From an optimization exercise on the open Yosys and OpenROAD flow, aimed at small area; shortcuts taken in it are not production practice. In this exercise RTL edits were held to simulation tests only and were not proved equivalent to the original. Power figures rest on the tool's default switching activity, not on a simulated workload.

===== flow/design.v =====
package def_pkg;
  localparam int BLOCK_W = 128;
  typedef logic [BLOCK_W-1:0] block;
endpackage
module aes_rsp_fifo
#(
  parameter int DEPTH = 8,
  parameter int WIDTH = 130
) (
  input  logic                     clock,
  input  logic                     reset_n,
  input  logic                     push,
  input  logic [WIDTH-1:0]         push_data,
  input  logic                     pop,
  output logic [WIDTH-1:0]         pop_data,
  output logic                     valid
);
  logic [WIDTH-1:0] mem [DEPTH];
  logic [DEPTH-1:0] wr_oh;
  logic [DEPTH-1:0] rd_oh;
  logic [DEPTH-1:0] rd_next;
  assign rd_next = {rd_oh[DEPTH-2:0], rd_oh[DEPTH-1]};
  always_comb begin
    pop_data = '0;
    for (int i = 0; i < DEPTH; i++)
      pop_data = pop_data | (mem[i] & {WIDTH{rd_oh[i]}});
  end
  always_ff @(posedge clock) begin
    for (int i = 0; i < DEPTH; i++)
      if (push && wr_oh[i]) mem[i] <= push_data;
  end
  always_ff @(posedge clock or negedge reset_n) begin
    if (!reset_n) begin
      wr_oh <= DEPTH'(1);
      rd_oh <= DEPTH'(1);
      valid <= 1'b0;
    end else begin
      if (push) wr_oh <= {wr_oh[DEPTH-2:0], wr_oh[DEPTH-1]};
      if (pop)  rd_oh <= rd_next;
      if (push)                           valid <= 1'b1;
      else if (pop && rd_next == wr_oh)   valid <= 1'b0;
    end
  end
endmodule
import def_pkg::*;
module aes_req_arbiter
#(
  parameter int N_REQ      = 4,
  parameter int LATENCY    = 41,
  parameter int FIFO_DEPTH = 8
) (
  input  logic                          clock,
  input  logic                          reset_n,
  input  logic [N_REQ-1:0]              i_req_valid,
  input  logic [N_REQ*BLOCK_W-1:0]      i_req_state,
  input  logic [N_REQ*BLOCK_W-1:0]      i_req_key,
  output logic [N_REQ-1:0]              o_req_ready,
  output logic                          o_core_tx_en,
  output logic [BLOCK_W-1:0]            o_core_state,
  output logic [BLOCK_W-1:0]            o_core_key,
  input  logic                          i_core_tx_en,
  input  logic [BLOCK_W-1:0]            i_core_state,
  output logic                          o_rsp_valid,
  output logic [$clog2(N_REQ)-1:0]      o_rsp_id,
  output logic [BLOCK_W-1:0]            o_rsp_state,
  input  logic                          i_rsp_ready,
  output logic [$clog2(FIFO_DEPTH):0]   o_outstanding,
  output logic                          o_err
);
  localparam int ID_W  = $clog2(N_REQ);
  localparam int CNT_W = $clog2(FIFO_DEPTH) + 1;
  localparam int PTR_W = $clog2(FIFO_DEPTH);
  logic [ID_W-1:0]    rr_ptr;
  logic [ID_W-1:0]    gnt_id;
  logic               gnt_any;
  logic               credit_ok;
  logic [BLOCK_W-1:0] gnt_state;
  logic [BLOCK_W-1:0] gnt_key;
  logic [LATENCY-1:0] tag_v;
  logic               expect_rsp;
  logic               push;
  logic               pop;
  logic [ID_W-1:0]    iq     [FIFO_DEPTH];
  logic [PTR_W-1:0]   iq_wp;
  logic [PTR_W-1:0]   iq_rp;
  assign credit_ok = ~o_outstanding[CNT_W-1];
  always_comb begin
    gnt_any     = 1'b0;
    gnt_id      = '0;
    o_req_ready = '0;
    for (int i = 0; i < N_REQ; i++) begin
      logic [ID_W-1:0] idx_b;
      idx_b = rr_ptr + ID_W'(i);
      if (!gnt_any && i_req_valid[idx_b] && credit_ok && reset_n) begin
        gnt_any = 1'b1;
        gnt_id  = idx_b;
      end
    end
    if (gnt_any) o_req_ready[gnt_id] = 1'b1;
  end
  logic [N_REQ-1:0] sel;
  always_comb begin
    for (int r = 0; r < N_REQ; r++) begin
      sel[r] = i_req_valid[r];
      for (int k = 1; k < N_REQ; k++) begin
        logic [ID_W-1:0] j;
        logic [ID_W-1:0] span;
        j    = ID_W'(r) - ID_W'(k);
        span = ID_W'(r) - rr_ptr;
        if (ID_W'(k) <= span) sel[r] = sel[r] & ~i_req_valid[j];
      end
    end
  end
  always_comb begin
    gnt_state = '0;
    gnt_key   = '0;
    for (int r = 0; r < N_REQ; r++) begin
      gnt_state = gnt_state | (i_req_state[r*BLOCK_W +: BLOCK_W] & {BLOCK_W{sel[r]}});
      gnt_key   = gnt_key   | (i_req_key[r*BLOCK_W +: BLOCK_W] & {BLOCK_W{sel[r]}});
    end
  end
  always_ff @(posedge clock) begin
    o_core_state <= gnt_state;
    o_core_key   <= gnt_key;
  end
  always_ff @(posedge clock or negedge reset_n) begin
    if (!reset_n) begin
      rr_ptr       <= '0;
      o_core_tx_en <= 1'b0;
      tag_v        <= '0;
    end else begin
      if (gnt_any) rr_ptr <= gnt_id + ID_W'(1);
      o_core_tx_en <= gnt_any;
      tag_v        <= {tag_v[LATENCY-2:0], o_core_tx_en};
    end
  end
  assign expect_rsp = tag_v[LATENCY-1];
  always_ff @(posedge clock) begin
    if (gnt_any) iq[iq_wp] <= gnt_id;
  end
  always_ff @(posedge clock or negedge reset_n) begin
    if (!reset_n) begin
      iq_wp <= '0;
      iq_rp <= '0;
    end else begin
      if (gnt_any)    iq_wp <= iq_wp + PTR_W'(1);
      if (expect_rsp) iq_rp <= iq_rp + PTR_W'(1);
    end
  end
  assign push = i_core_tx_en & expect_rsp;
  assign pop  = o_rsp_valid & i_rsp_ready;
  always_ff @(posedge clock or negedge reset_n) begin
    if (!reset_n) begin
      o_err         <= 1'b0;
      o_outstanding <= '0;
    end else begin
      if (i_core_tx_en != expect_rsp) o_err <= 1'b1;
      if (gnt_any && !pop)      o_outstanding <= o_outstanding + CNT_W'(1);
      else if (!gnt_any && pop) o_outstanding <= o_outstanding - CNT_W'(1);
    end
  end
  aes_rsp_fifo #(
    .DEPTH (FIFO_DEPTH),
    .WIDTH (ID_W + BLOCK_W)
  ) u_rsp_fifo (
    .clock     (clock),
    .reset_n   (reset_n),
    .push      (push),
    .push_data ({iq[iq_rp], i_core_state}),
    .pop       (pop),
    .pop_data  ({o_rsp_id, o_rsp_state}),
    .valid     (o_rsp_valid)
  );
endmodule

===== flow/flow/run.sh =====
#!/bin/bash
# Standard ORFS layout, with every port buffered by the smallest buffer cell.
set -euo pipefail
export BUFFER_PORTS_ARGS="-buffer_cell sky130_fd_sc_hd__buf_1"
bash standard.sh > standard_flow.log 2>&1

===== flow/standard.sh =====
#!/bin/bash
# synth_recipe.tcl (not shown) runs the flow's synth.tcl, then flattens the netlist and writes it again
# the make line also repeats each setting of config.mk as NAME=value (left out here)
make -C /OpenROAD-flow-scripts/flow DESIGN_CONFIG=/design/flow/config.mk WORK_HOME=/design/flow/orfs CLKGATE_MAP_FILE= SYNTH_SCRIPT=/design/flow/synth_recipe.tcl "${@:-finish}"

===== flow/config.mk =====
export PLATFORM = sky130hd
export DESIGN_NAME = aes_req_arbiter
export DESIGN_NICKNAME = aes_req_arbiter
export VERILOG_FILES = /design/flow/design.v
export SDC_FILE = /design/flow/constraint.sdc
export NUM_CORES = 4
export LEC_CHECK = 0
export CAP_MARGIN = 20
export CORE_AREA = 5 5 445 445
export CTS_BUF_LIST = sky130_fd_sc_hd__clkbuf_16
export CTS_CLUSTER_DIAMETER = 120
export CTS_CLUSTER_SIZE = 22
export DIE_AREA = 0 0 450 450
export SLEW_MARGIN = 20

===== flow/constraint.sdc =====
create_clock -name core_clock -period 7.0 [get_ports {clock}]
set_input_delay 1.4000 -clock core_clock [delete_from_list [all_inputs] [get_ports {clock}]]
set_output_delay 1.4000 -clock core_clock [all_outputs]
set_load 0.01 [all_outputs]

==> results of run 1 <==
worst min-delay path by stage:
stage / startpoint / to / slack, ps
after global placement: tag_v[36]$_DFF_PN0_ / tag_v[37]$_DFF_PN0_ / 330
after detailed placement: tag_v[4]$_DFF_PN0_ / tag_v[5]$_DFF_PN0_ / 330
final: tag_v[5]$_DFF_PN0_ / tag_v[6]$_DFF_PN0_ / 350
after CTS: tag_v[5]$_DFF_PN0_ / tag_v[6]$_DFF_PN0_ / 350
after floorplan: tag_v[9]$_DFF_PN0_ / tag_v[10]$_DFF_PN0_ / 330
after global routing: tag_v[31]$_DFF_PN0_ / tag_v[32]$_DFF_PN0_ / 360
cell usage after synthesis (2+ instances only):
cell                        number
sky130_fd_sc_hd__nor2_1          6
sky130_fd_sc_hd__buf_4           5
sky130_fd_sc_hd__buf_1           7
sky130_fd_sc_hd__a22oi_1       520
sky130_fd_sc_hd__dfstp_2         2
sky130_fd_sc_hd__dfxtp_1       256
sky130_fd_sc_hd__buf_2          59
sky130_fd_sc_hd__a21o_1          2
sky130_fd_sc_hd__a22o_1        257
sky130_fd_sc_hd__nor3_1          8
sky130_fd_sc_hd__o211ai_1        2
sky130_fd_sc_hd__clkbuf_1      145
sky130_fd_sc_hd__a211oi_1        2
sky130_fd_sc_hd__nor2b_1         3
sky130_fd_sc_hd__and3b_1         3
sky130_fd_sc_hd__edfxtp_1     1056
sky130_fd_sc_hd__nor4_1          5
sky130_fd_sc_hd__nand2_1        14
sky130_fd_sc_hd__nor3b_1         2
sky130_fd_sc_hd__inv_2           2
sky130_fd_sc_hd__o2111a_1        2
sky130_fd_sc_hd__a21oi_1         4
sky130_fd_sc_hd__nand4_1       133
sky130_fd_sc_hd__dfrtp_1        70
sky130_fd_sc_hd__mux2_2         22
sky130_fd_sc_hd__inv_1           3
sky130_fd_sc_hd__ha_1           18
sky130_fd_sc_hd__buf_6          27
sky130_fd_sc_hd__a221o_1       256
sky130_fd_sc_hd__xor2_1          8
sky130_fd_sc_hd__o21ai_0         5
sky130_fd_sc_hd__nand2b_1        5
sky130_fd_sc_hd__xnor2_1         7
sky130_fd_sc_hd__mux4_2          4
sky130_fd_sc_hd__and2_1         12
sky130_fd_sc_hd__mux2i_1         4
sky130_fd_sc_hd__a2bb2oi_1       2
layout make-up:
type | count | area [µm²]
multi-input cells | 1319 | 10900
fillers | 19300 | 130000
clock buffers | 80 | 2000
inverters | 5 | 18.8
diodes | 150 | 375
clock inverters | 48 | 429
repair buffers | 1599 | 6580
well taps | 2526 | 3160
flip-flops and latches | 1384 | 38700
per-layer routing:
layer / wire (µm) / track usage (%) / up-vias
met5: 528 / 0 / -
met4: 23000 / 17.8 / 84
met3: 59700 / 21.3 / 761
met2: 162000 / 51.8 / 3300
met1: 150000 / 46.1 / 21400
li1: - / - / 15500
kinds of logic (layout without fill, tap and decap cells):
kind of cell / count (synthesis) / count (layout) / share of synthesized area, %
buf+inv: 248 / 1732 / 2.42
xor+xnor: 15 / 15 / 0.259
simple gates: 196 / 196 / 2.33
fa+ha+maj: 19 / 19 / 0.484
mux: 30 / 30 / 0.745
compound gates: 1059 / 1059 / 17.6
other cells: 0 / 150 / 0
flops: 1384 / 1384 / 76.2
flip-flops by register name, indices dropped and copies added (netlist names), 3 cells and up:
name,cells
iq_rp,3
tag_v,41
u_rsp_fifo.wr_oh,8
o_core_key,128
iq,16
o_core_state,128
u_rsp_fifo.rd_oh,8
iq_wp,3
o_outstanding,4
u_rsp_fifo.mem,1040
metrics by stage:
| stage | worst slack, ps | area (µm²) | instances | hold slack, ps | power, mW |
|---|---|---|---|---|---|
| after floorplan | 1410 | 50700 | 2951 | 331 | 12.1 |
| after global placement | 1740 | 59300 | 6833 | 334 | 16.4 |
| after detailed placement | 1700 | 59300 | 6833 | 335 | 16.3 |
| after CTS | 1300 | 61800 | 6961 | 352 | 21.4 |
| after global routing | 1050 | 62000 | 7062 | 356 | 22.1 |
| final | 1250 | 62100 | 7111 | 350 | 21.7 |
power by group through the flow:
stage	clock network (mW)	registers [mW]	logic [mW]
finish	5.15	10.4	6.18
global route	5.49	10.4	6.17
CTS	5.20	10.3	5.87
detailed placement	0	10.5	5.82
global placement	0	10.5	5.87
floorplan	0	10.3	1.71
==> implementation parameters, run 1 <==
Parameter                              Value

Outcome
  Result of the run    finished clean

Yosys
  Cells after synthesis    2,951
  Flip-flop and latch count after synthesis    1,384
  Number of nets produced by synthesis    4,130
  Post-Syn Area per Cell    17.2 µm²
  Sequential cell area fraction in the yosys report    76.2%
  Fraction of post-synthesis cell area in the top cell type by area    62.5%
  Most area-consuming cells after synthesis    sky130_fd_sc_hd__edfxtp_1 63%, sky130_fd_sc_hd__dfxtp_1 10%, sky130_fd_sc_hd__a22oi_1 7.7%
  Share of async-settable or async-resettable flops after synthesis    5.20%
  Most used flip-flop cell after synthesis    sky130_fd_sc_hd__edfxtp_1
  Cell type with the highest aggregate area in the netlist    sky130_fd_sc_hd__edfxtp_1
  Cell area after technology mapping    50,700 µm²
  Total number of yosys warnings    3
  Number of distinct library cells after synthesis    50
  Number of enable-type register cells in the synthesized netlist    1,056

Routing
  Routed len/inst    55.5 µm
  Post-route DRC violation count    0
  Number of vias after detailed routing    41,100
  Post-DRT Antenna Nets    0
  Router iterations before antenna repair    6
  Total wire length after detailed routing    395,000 µm
  Per-cell via count in the routed design    5.78
  Number of DRC markers in iteration 0    6,209

Timing
  Max-Slew Margin vs Limit    10.9%
  Hold violation count in the final report    0
  Final sum of negative setup slack    0 ps
  Fmax    174 MHz
  Tcrit/Tclk final    82.1%
  Total count of max-transition violations in the final report    0
  Transition time of the tightest slew-check pin    1340 ps
  Setup skew after layout    38.8 ps
  RSZ-0062 raised after global routing    false
  Min Tclk post-route    5750 ps
  Number of endpoints failing setup at the final stage    0

Worst setup path
  Category of the worst setup path capture point    output pin
  Critical path class    reg2out
  Number of logic stages on the critical path including buffering    8
  CP Cell Sequence    inv_1 > ha_1 > and3b_1 > nor3_1 > o41ai_2 > ha_1 > and2_1 > buf_1
  Endpoint required time on the critical path    5600 ps
  Startpoint of the worst register-to-register path    rr_ptr[0]$_DFFE_PN0P_
  CP max-delay cell    sky130_fd_sc_hd__o41ai_2
  Maximum fanout encountered on the critical timing path    15
  Worst stage delay on the critical path    870 ps
  Arrival @ worst endpoint    4350 ps
  Critical path capture point    o_req_ready[2]
  Crit path buffers/inverters    2
  Reg2reg end    o_core_key[6]$_DFF_P_
  Register-to-Register Path Depth    7
  Cell family contributing the most delay on the critical path    adder cells
  Worst setup SP type    flip-flop
  Start point of the critical path    rr_ptr[0]$_DFFE_PN0P_
  Flop2flop setup slack    2660 ps
  CP most frequent cell    sky130_fd_sc_hd__ha_1

Finish
  Utilization of the core after routing    32.3%
  Number of nets in the layout    5,566
  Commonest non-fill, non-tap cells in the layout    1,525 x sky130_fd_sc_hd__buf_1, 1,056 x sky130_fd_sc_hd__edfxtp_1, 520 x sky130_fd_sc_hd__a22oi_1
  Most frequent standard cell in the layout excluding fill and tap cells    sky130_fd_sc_hd__buf_1
  Fraction of layout instances using a drive strength above 1    5.05%
  Layout overhead on the synthesized area    22.5%

Min path
  Number of cells on the worst hold path    0
  Worst hold path type    reg2reg

Clocking
  Cts hold-fix bufs    0
  Clock Tree Root    sky130_fd_sc_hd__clkbuf_16
  Number of cells upsized or downsized after cts    0
  TritonCTS buffer count    78
  TritonCTS clock tree    done
  Clock transition time at the flip-flop clock pins of the worst setup and hold paths    90 ps
  CTS sink count    1,384
  Total setup buffers inserted after CTS    0
  H-tree depth    3
  Number of buffers on the longest clock path    3
  Clock latency reported for the late side of the worst-skew pair    740 ps

Power
  Relative contribution of sequential cells to total power    47.9%
  Pwr/cell area    350 nW/µm²
  Cell-internal power    13.2 mW
  Combinational share of power    28.5%
  Clock share of power    23.7%
  Sw Pwr    8.48 mW
  Switching power share of the total    39.0%
  Worst-case vdd ir drop    0.000249 V
  Leakage    19.5 nW

Global routing
  Total Routing Usage GR    37.2%
  Initial antenna violation count    354
  Pin count of the biggest net entering global routing    134
  Residual overflow from global routing    0
  Via count of the first global-routing pass    36,800
  Wire length of the first global-routing pass    474,000 µm

Die
  Placeable core area    193,000 µm²
  Starting density of the core    26.3%
  Cell row count    161
  IO Pins    1,557
  Area enclosed by the die boundary    203,000 µm²
  Die Height    450 µm
  Overall die width    450 µm

Placed design
  Global placer's final weighted congestion    1.21
  DP HPWL    321,000 µm
  PortBufs    1,556

Run
  Count of max-cap constraint violations    0
==> inputs of run 2 (changes only) <==
--- a/flow/design.v
+++ b/flow/design.v
@@ -22,6 +22,25 @@
   assign rd_next = {rd_oh[DEPTH-2:0], rd_oh[DEPTH-1]};
-  always_comb begin
-    pop_data = '0;
-    for (int i = 0; i < DEPTH; i++)
-      pop_data = pop_data | (mem[i] & {WIDTH{rd_oh[i]}});
+  localparam int NGRP = (DEPTH + 2) / 3;
+  logic [WIDTH-1:0] grp_n [NGRP];
+  for (genvar g = 0; g < NGRP; g++) begin : g_grp
+    localparam int LO = 3 * g;
+    localparam int N  = (DEPTH - LO < 3) ? DEPTH - LO : 3;
+    logic [N*WIDTH-1:0] d;
+    for (genvar k = 0; k < N; k++) begin : g_d
+      assign d[k*WIDTH +: WIDTH] = mem[LO+k];
+    end
+    aes_aoi_sel #(
+      .N     (N),
+      .WIDTH (WIDTH)
+    ) u_sel (
+      .sel   (rd_oh[LO +: N]),
+      .d     (d),
+      .y_n   (grp_n[g])
+    );
+  end
+  always_comb begin
+    pop_data = '1;
+    for (int g = 0; g < NGRP; g++)
+      pop_data = pop_data & grp_n[g];
+    pop_data = ~pop_data;
   end
@@ -42,2 +61,18 @@
     end
+  end
+endmodule
+module aes_aoi_sel
+#(
+  parameter int N     = 3,
+  parameter int WIDTH = 130
+) (
+  input  logic [N-1:0]         sel,
+  input  logic [N*WIDTH-1:0]   d,
+  output logic [WIDTH-1:0]     y_n
+);
+  always_comb begin
+    y_n = '0;
+    for (int k = 0; k < N; k++)
+      y_n = y_n | (d[k*WIDTH +: WIDTH] & {WIDTH{sel[k]}});
+    y_n = ~y_n;
   end
@@ -113,9 +148,27 @@
   end
-  always_comb begin
-    gnt_state = '0;
-    gnt_key   = '0;
-    for (int r = 0; r < N_REQ; r++) begin
-      gnt_state = gnt_state | (i_req_state[r*BLOCK_W +: BLOCK_W] & {BLOCK_W{sel[r]}});
-      gnt_key   = gnt_key   | (i_req_key[r*BLOCK_W +: BLOCK_W] & {BLOCK_W{sel[r]}});
-    end
+  localparam int NGRP = (N_REQ + 2) / 3;
+  logic [2*BLOCK_W-1:0] gnt_grp_n [NGRP];
+  for (genvar g = 0; g < NGRP; g++) begin : g_gnt
+    localparam int LO = 3 * g;
+    localparam int N  = (N_REQ - LO < 3) ? N_REQ - LO : 3;
+    logic [N*2*BLOCK_W-1:0] d;
+    for (genvar k = 0; k < N; k++) begin : g_d
+      assign d[k*2*BLOCK_W +: 2*BLOCK_W] = {i_req_key[(LO+k)*BLOCK_W +: BLOCK_W],
+                                            i_req_state[(LO+k)*BLOCK_W +: BLOCK_W]};
+    end
+    aes_aoi_sel #(
+      .N     (N),
+      .WIDTH (2 * BLOCK_W)
+    ) u_sel (
+      .sel   (sel[LO +: N]),
+      .d     (d),
+      .y_n   (gnt_grp_n[g])
+    );
+  end
+  always_comb begin
+    logic [2*BLOCK_W-1:0] all_n;
+    all_n = '1;
+    for (int g = 0; g < NGRP; g++)
+      all_n = all_n & gnt_grp_n[g];
+    {gnt_key, gnt_state} = ~all_n;
   end
--- a/flow/config.mk
+++ b/flow/config.mk
@@ -14 +14,2 @@
 export SLEW_MARGIN = 20
+export SYNTH_HIERARCHICAL = 1
==> implementation parameters, run 2 <==
Parameter                              Value

Clocking
  Cts hold-fix bufs    0 (unchanged)
  TritonCTS buffer count    79 (+1.3%)
  Total setup buffers inserted after CTS    0 (unchanged)
  Number of cells upsized or downsized after cts    0 (unchanged)
  Number of buffers on the longest clock path    3 (unchanged)
  H-tree depth    3 (unchanged)
  Clock transition time at the flip-flop clock pins of the worst setup and hold paths    100 ps (about the same)
  Clock latency reported for the late side of the worst-skew pair    770 ps (+30 ps)
  CTS sink count    1,384 (unchanged)
  Clock Tree Root    sky130_fd_sc_hd__clkbuf_16
  TritonCTS clock tree    done

Die
  Die Height    450 µm (unchanged)
  Placeable core area    193,000 µm² (unchanged)
  Cell row count    161 (unchanged)
  Starting density of the core    26.2% (-0.12 points)
  IO Pins    1,557 (unchanged)
  Overall die width    450 µm (unchanged)
  Area enclosed by the die boundary    203,000 µm² (unchanged)

Worst setup path
  Crit path buffers/inverters    3 (+1)
  Category of the worst setup path capture point    output pin
  Worst setup SP type    flip-flop
  CP most frequent cell    sky130_fd_sc_hd__ha_1
  Endpoint required time on the critical path    5600 ps (about the same)
  Arrival @ worst endpoint    3900 ps (-450 ps)
  Critical path class    reg2out
  Worst stage delay on the critical path    810 ps (-60 ps)
  CP Cell Sequence    inv_2 > ha_1 > nor3b_2 > o21ai_1 > a211oi_1 > o41ai_1 > buf_4 > ha_1 > and2_1 > buf_1
  Maximum fanout encountered on the critical timing path    15 (unchanged)
  Cell family contributing the most delay on the critical path    flip-flops
  CP max-delay cell    sky130_fd_sc_hd__dfrtp_1

Timing
  Min Tclk post-route    5300 ps (-446 ps)
  Fmax    189 MHz (+8.4%)
  Number of endpoints failing setup at the final stage    0 (unchanged)
  Final sum of negative setup slack    0 ps (unchanged)
  Max-Slew Margin vs Limit    14.7% (+3.8 points)
  Tcrit/Tclk final    75.7% (-6.4 points)
  Post-route setup slack    1700 ps (+446 ps)
  RSZ-0062 raised after global routing    false
  Hold violation count in the final report    0 (unchanged)
  Total count of max-transition violations in the final report    0 (unchanged)
  Setup skew after layout    46.6 ps (+7.85 ps)
  Transition time of the tightest slew-check pin    1280 ps (-57.5 ps)

Yosys
  Share of async-settable or async-resettable flops after synthesis    5.20% (unchanged)
  Cell type with the highest aggregate area in the netlist    sky130_fd_sc_hd__edfxtp_1
  Total number of yosys warnings    16 (+13)
  Flip-flop and latch count after synthesis    1,384 (unchanged)
  Fraction of post-synthesis cell area in the top cell type by area    62.8% (+0.28 points)
  Most frequent cells after synthesis    1,056 x sky130_fd_sc_hd__edfxtp_1, 525 x sky130_fd_sc_hd__nand2_1, 516 x sky130_fd_sc_hd__a222oi_1, 256 x sky130_fd_sc_hd__dfxtp_1
  Sequential cell area fraction in the yosys report    76.5% (+0.34 points)
  Number of enable-type register cells in the synthesized netlist    1,056 (unchanged)
  Cell area after technology mapping    50,500 µm² (-0.45%)
  Most instantiated library cell after synthesis    sky130_fd_sc_hd__edfxtp_1
  Post-Syn Area per Cell    16.5 µm² (-4.0%)
  Most used flip-flop cell after synthesis    sky130_fd_sc_hd__edfxtp_1
  Number of distinct library cells after synthesis    50 (unchanged)
  Number of nets produced by synthesis    4,240 (+2.7%)
  Most area-consuming cells after synthesis    sky130_fd_sc_hd__edfxtp_1 63%, sky130_fd_sc_hd__a222oi_1 10%, sky130_fd_sc_hd__dfxtp_1 10%
  Cells after synthesis    3,061 (+3.7%)

Finish
  Non-filler cells, final    7,260 (+2.1%)
  Number of nets in the layout    5,735 (+3.0%)
  Area used by multi-input combinational logic    10,100 µm² (-7.6%)
  Commonest non-fill, non-tap cells in the layout    1,533 x sky130_fd_sc_hd__buf_1, 1,056 x sky130_fd_sc_hd__edfxtp_1, 525 x sky130_fd_sc_hd__nand2_1
  Design Area, Final    61,700 µm² (-0.78%)
  Register ranked first by flip-flop count    u_rsp_fifo.mem
  FILL cells    19,600 (+1.2%)
  Layout overhead on the synthesized area    22.1%
  Utilization of the core after routing    32.0% (-0.25 points)
  Most frequent standard cell in the layout excluding fill and tap cells    sky130_fd_sc_hd__buf_1
  Largest regs    u_rsp_fifo.mem (1040), o_core_key (128), o_core_state (128)
  Fraction of layout instances using a drive strength above 1    5.88% (+0.83 points)
  Register area    38,700 µm² (unchanged)
  Number of flip-flops in the largest register    1,040 (unchanged)

Routing
  Post-DRT Antenna Nets    0 (unchanged)
  Total wire length after detailed routing    392,000 µm (-0.62%)
  Number of vias after detailed routing    42,000 (+2.0%)
  Number of DRC markers in iteration 0    9,378 (+51%)
  Routed len/inst    54.0 µm (-2.7%)
  Router iterations before antenna repair    14 (+8)
  Post-route DRC violation count    0 (unchanged)
  Per-cell via count in the routed design    5.78 (about the same)

Power
  Worst-case vdd ir drop    0.000261 V (+4.9%)
  Leakage    20.3 nW (+4.0%)
  Pwr/cell area    359 nW/µm² (+2.8%)

Global routing
  Initial antenna violation count    301 (-15%)
  Residual overflow from global routing    0 (unchanged)
  Wire length of the first global-routing pass    473,000 µm (-0.28%)
  Total Routing Usage GR    36.9% (-0.23 points)
  Via count of the first global-routing pass    38,100 (+3.5%)
  Pin count of the biggest net entering global routing    133 (-0.75%)

Placed design
  Global placer's final weighted congestion    1.15 (-5.0%)
  # placed instances    7,001 (+2.5%)
  DP HPWL    321,000 µm (-0.14%)
  Placement-stage worst setup slack    2170 ps (+468 ps)
  PortBufs    1,556 (unchanged)
  Post-Place Cell Area    58,800 µm² (-0.90%)

Min path
  Worst hold path type    reg2reg

Run
  Count of max-cap constraint violations    0 (unchanged)

Outcome
  Result of the run    finished clean
-- run 2: changes by cell type in the layout (fill, tap and decap cells not counted), moves of 129 or more --
cell and delta:
sky130_fd_sc_hd__a221o_1 -256, sky130_fd_sc_hd__a22oi_1 -390, sky130_fd_sc_hd__nand4_1 -133, sky130_fd_sc_hd__a22o_1 -257, sky130_fd_sc_hd__a222oi_1 +516, sky130_fd_sc_hd__nand2_1 +511, sky130_fd_sc_hd__nand3_1 +129
-- run 2: stage by stage --
stage / power, mW / hold slack (ps)
floorplan: 11.9 / 331
finish: 22.2 / 350
global placement: 16.7 / 334
CTS: 21.9 / 333
global route: 22.6 / 340
detailed placement: 16.7 / 336
-- run 2: path summary, 6_finish.rpt --
check	depth (start not counted)	endpoint	start	slack [ps]
setup / recovery	10	o_req_ready[2]	rr_ptr[0]$_DFFE_PN0P_	1700
hold / removal	0	tag_v[13]$_DFF_PN0_	tag_v[12]$_DFF_PN0_	350
setup reg to reg	9	o_core_state[15]$_DFF_P_	rr_ptr[0]$_DFFE_PN0P_	2610
hold reg to reg	0	tag_v[13]$_DFF_PN0_	tag_v[12]$_DFF_PN0_	350
max in group asynchronous	2	tag_v[17]$_DFF_PN0_	reset_n	5200
min in group asynchronous	1	u_rsp_fifo.rd_oh[6]$_DFFE_PN0P_	reset_n	530
-- run 2: routing by layer --
metal	up-vias	global-route usage, %	routed length, µm
met2	3585	52.7	163000
met5	-	0	698
li1	15800	-	-
met4	98	16.7	21300
met3	800	21.9	63700
met1	21700	44.7	143000
-- run 2: cell families after synthesis --
kind of cell,synth area share [%]
XOR/XNOR,0.260
AND/OR/NAND/NOR,5.74
multiplexers,0.835
adder cells (fa/ha/maj),0.486
buffers and inverters,3.62
AO/OA/AOI/OAI,12.5
flip-flops,76.5
-- run 2: worst reg2reg max path: cells and delay by family (launching register included) --
kind,cells,cell delay (ps)
flip-flops,1,810
AND/OR/NAND/NOR,2,430
buffers and inverters,3,900
AO/OA/AOI/OAI,3,1540
adder cells (fa/ha/maj),1,510
-- run 2: where the power goes --
group	internal [mW]	switching (mW)	total [mW]	leakage [nW]
Combinational	1.26	4.92	6.18	6.36
Sequential	9.63	1.06	10.7	12.6
Clock	2.24	3.04	5.28	1.41
-- run 2: layout make-up --
class | instances | area share [%]
clock buffer | 79 | 3.21
multi-input combinational | 1437 | 16.3
clock inverter | 68 | 0.968
tap | 2526 | 5.13
inverter | 7 | 0.0467
timing repair buffer | 1647 | 11.1
sequential | 1384 | 62.7
antenna | 112 | 0.455

## re-timing with driven ports
In the flow no input, the clock included, has a driving cell. The finished layouts below were timed again as built, in two steps.
Step 1 sets driving cells, clkbuf_16 on the clock port and buf_2 on the other inputs (assumed; they add their load-dependent delay and slew).
Step 2 also shifts input and output timing later by t, the mid clock arrival at the registers, as if the neighbouring blocks saw the same clock.
Three values: ideal, step 1, step 2; two values: the first two.
| run | t, ns | setup WS [ns] | worst setup path after step 2 | clock arrival spread, ns | pins driven straight from the clock port |
|---|---|---|---|---|---|
| run 1 | 0.788 | 1.255 / 1.189 / 1.591 | input to output | 0.059 / 0.059 | 1 |
| run 2 | 0.831 | 1.700 / 1.600 / 1.958 | input to register | 0.078 / 0.078 | 1 |
After both steps setup and hold are still met in every run listed.
